Source: an optimization exercise on an open RTL-to-GDS flow (aim: small area, a short achievable clock period and few clock cycles per item). Production flows keep margins and buffers that such runs may drop. Function was checked by simulation only, so behaviour that the tests miss may differ from the original. Power and IR drop assume default switching activity.

## sorted_key_table_top
module sorted_key_table_top
#(
  parameter int unsigned CAPACITY     = skt_pkg::CAPACITY_DEF,
  parameter int unsigned PAYLOAD_BITS = skt_pkg::PAYLOAD_BITS_DEF
) (
  input  logic     clk_i,
  input  logic     rst_ni,
  input  logic     start,
  output logic     busy,
  input  skt_pkg::skt_cmd_t cmd_i,
  output logic     result_valid_o,
  output skt_pkg::skt_res_t result_o
);
For scale: about 15,000 cells after synthesis, ~3,800 flip-flops, roughly 81 I/O pins.
clock: 10.0 ns
lec_check: 0
abc_clock_period_in_ps: 2500
cap_margin: 20
core_margin: 2
core_utilization: 65
place_density: 0.75
setup_slack_margin: 5
slew_margin: 20
standard.sh (not shown) runs the stock make flow with config.mk's settings and CLKGATE_MAP_FILE= SYNTH_SCRIPT=/design/flow/synth_recipe.tcl, a recipe that flattens the netlist after the stock synthesis.
==> flow/flow/run.sh <==
#!/bin/bash
# Standard ORFS layout, with the timing repair asked for more setup margin,
# and clock-tree sink clusters of at most 20 sinks within 80 um and no dummy
# loads.
set -euo pipefail
sed -e 's/SETUP_SLACK_MARGIN=[-0-9.]*/SETUP_SLACK_MARGIN=6.3 CTS_ARGS="-sink_clustering_enable -repair_clock_nets -sink_clustering_size 20 -sink_clustering_max_diameter 80 -dont_use_dummy_load"/' standard.sh > my_standard.sh
bash my_standard.sh > flow.log 2>&1
The first run completed, yet does not pass: capacitance limit, slew limit.
Testbench counts at the start, summed over its fixed seeds: cycles 9,624, ops 9,600.
Change:
==> flow/flow/run.sh (replaced) <==
#!/bin/bash
# Standard ORFS layout, with the timing repair asked for more setup margin
# and smaller clock-tree sink clusters.
set -euo pipefail
sed -e 's/SETUP_SLACK_MARGIN=[-0-9.]*/SETUP_SLACK_MARGIN=6.3 CTS_ARGS="-sink_clustering_enable -repair_clock_nets -sink_clustering_size 25 -sink_clustering_max_diameter 60"/' standard.sh > my_standard.sh
bash my_standard.sh > flow.log 2>&1
- CORE_UTILIZATION: 65 -> 55
- PLACE_DENSITY: 0.75 -> 0.68
=> With this change the flow completed without violations; combinational power shrinks by about 8%; cell area grows by 2.1%; sequential share of layout area drops by 1.2 points; hold slack barely changes.
Change:
==> flow/flow/run.sh (replaced) <==
#!/bin/bash
# Standard ORFS layout, with: the timing repair asked for more setup margin
# and allowed to resize across cell footprints; clock-tree sink clusters of
# at most 20 sinks within 80 um and no dummy loads.
set -euo pipefail
sed -e 's/SETUP_SLACK_MARGIN=[-0-9.]*/SETUP_SLACK_MARGIN=6.3 MATCH_CELL_FOOTPRINT=0 CTS_ARGS="-sink_clustering_enable -repair_clock_nets -sink_clustering_size 20 -sink_clustering_max_diameter 80 -dont_use_dummy_load"/' standard.sh > my_standard.sh
bash my_standard.sh > flow.log 2>&1
- CORE_UTILIZATION: 55 -> 65
- PLACE_DENSITY: 0.68 -> 0.75
Clock skew climbs by 0.071 ns.
Via count climbs by 4.1%.
Power drops by 11%.

== run 1 ==
Another version of the RTL of sorted_key_table_top (not shown whole).
For scale: roughly 15000 cells after synthesis, about 3800 flip-flops, about 81 I/O pins, ~0.17 mm^2 of cells after synthesis.
clock: 10.0 ns
lec_check: 0
abc_clock_period_in_ps: 2500
cap_margin: 30
core_margin: 2
core_utilization: 65
place_density: 0.75
setup_slack_margin: 5
slew_margin: 30
==> flow/flow/run.sh <==
#!/bin/bash
# Standard ORFS layout, with the timing repair asked for more setup margin,
# and clock-tree sink clusters of at most 20 sinks within 80 um and no dummy
# loads.
set -euo pipefail
sed -e 's/SETUP_SLACK_MARGIN=[-0-9.]*/SETUP_SLACK_MARGIN=6.3 CTS_ARGS="-sink_clustering_enable -repair_clock_nets -sink_clustering_size 20 -sink_clustering_max_diameter 80 -dont_use_dummy_load"/' standard.sh > my_standard.sh
bash my_standard.sh > flow.log 2>&1
In summary, run 1 completed successfully, with a layout that passed the timing, design-rule and antenna checks.
Testbench counts of run 1, summed over its fixed seeds: cycles 9,624, ops 9,600.
--- input diff run 1..run 2 ---
Settings: swapping 65 for 55 in CORE_UTILIZATION; swapping 0.75 for 0.68 in PLACE_DENSITY; swapping 30 for 25 in SLEW_MARGIN; swapping 30 for 25 in CAP_MARGIN.
--- outcome ---
- From run 1 to run 2, synthesized-area fraction occupied by xor and xnor cells did not move at all.
- Largest fanout on the critical path in run 2 vs run 1: down 47%
- Area growth from synthesis to final layout in run 2 vs run 1: up 0.26 points
- Relative to run 1, overall die height increased by 8.6% in run 2.
- Instance area at placement, run 1 and run 2: smaller value in run 1
--- input diff run 2..run 3 ---
Settings: changing CORE_UTILIZATION from 55 to 60; changing PLACE_DENSITY from 0.68 to 0.7.
==> summary.txt <==
- Slew at the pin closest to its max-slew limit: higher on run 2
- Comparing width of the die for run 3 and run 2, the smaller number came from run 3.
- The count of buffers added by post-CTS timing repair for setup of run 3 is higher than that of run 2.
- Run 3 vs. run 2: worst endpoint data arrival time grew by 90 ps; max-slew headroom at the worst pin grew by 4.6 points; sum of met2 wire segment lengths after detailed routing grew by 6.7%.

[afterwards: timing with drivers on the ports]
Ports are ideal in the flow. The routed layouts listed here were re-timed in OpenROAD. Step 1 assumes that a clkbuf_16 drives the clock port and a buf_2 every other input. Step 2, shift: input delay + t, output delay - t, t = (earliest + latest rising clock arrival at the registers) / 2. This alone moves slack from input paths to output paths. Slacks: ideal ports / drivers / drivers and shift; pairs: ideal ports / drivers.
run | shift t [ns] | setup WS [ns] | hold WS [ns] | worst setup path at the end
the first run of note 1 | 1.063 | 6.134 / 6.134 / 6.134 | 0.327 / 0.327 / 0.327 | register to register
the second run of note 1 | 1.044 | 6.169 / 6.169 / 6.169 | 0.328 / 0.328 / 0.328 | register to register
the third run of note 1 | 1.039 | 6.103 / 6.103 / 6.103 | 0.326 / 0.326 / 0.326 | register to register
run 1 | 1.058 | 6.195 / 6.195 / 6.195 | 0.326 / 0.326 / 0.326 | register to register
run 2 | 1.072 | 6.182 / 6.182 / 6.182 | 0.327 / 0.327 / 0.327 | register to register
run 3 | 1.041 | 6.149 / 6.149 / 6.149 | 0.327 / 0.327 / 0.327 | register to register
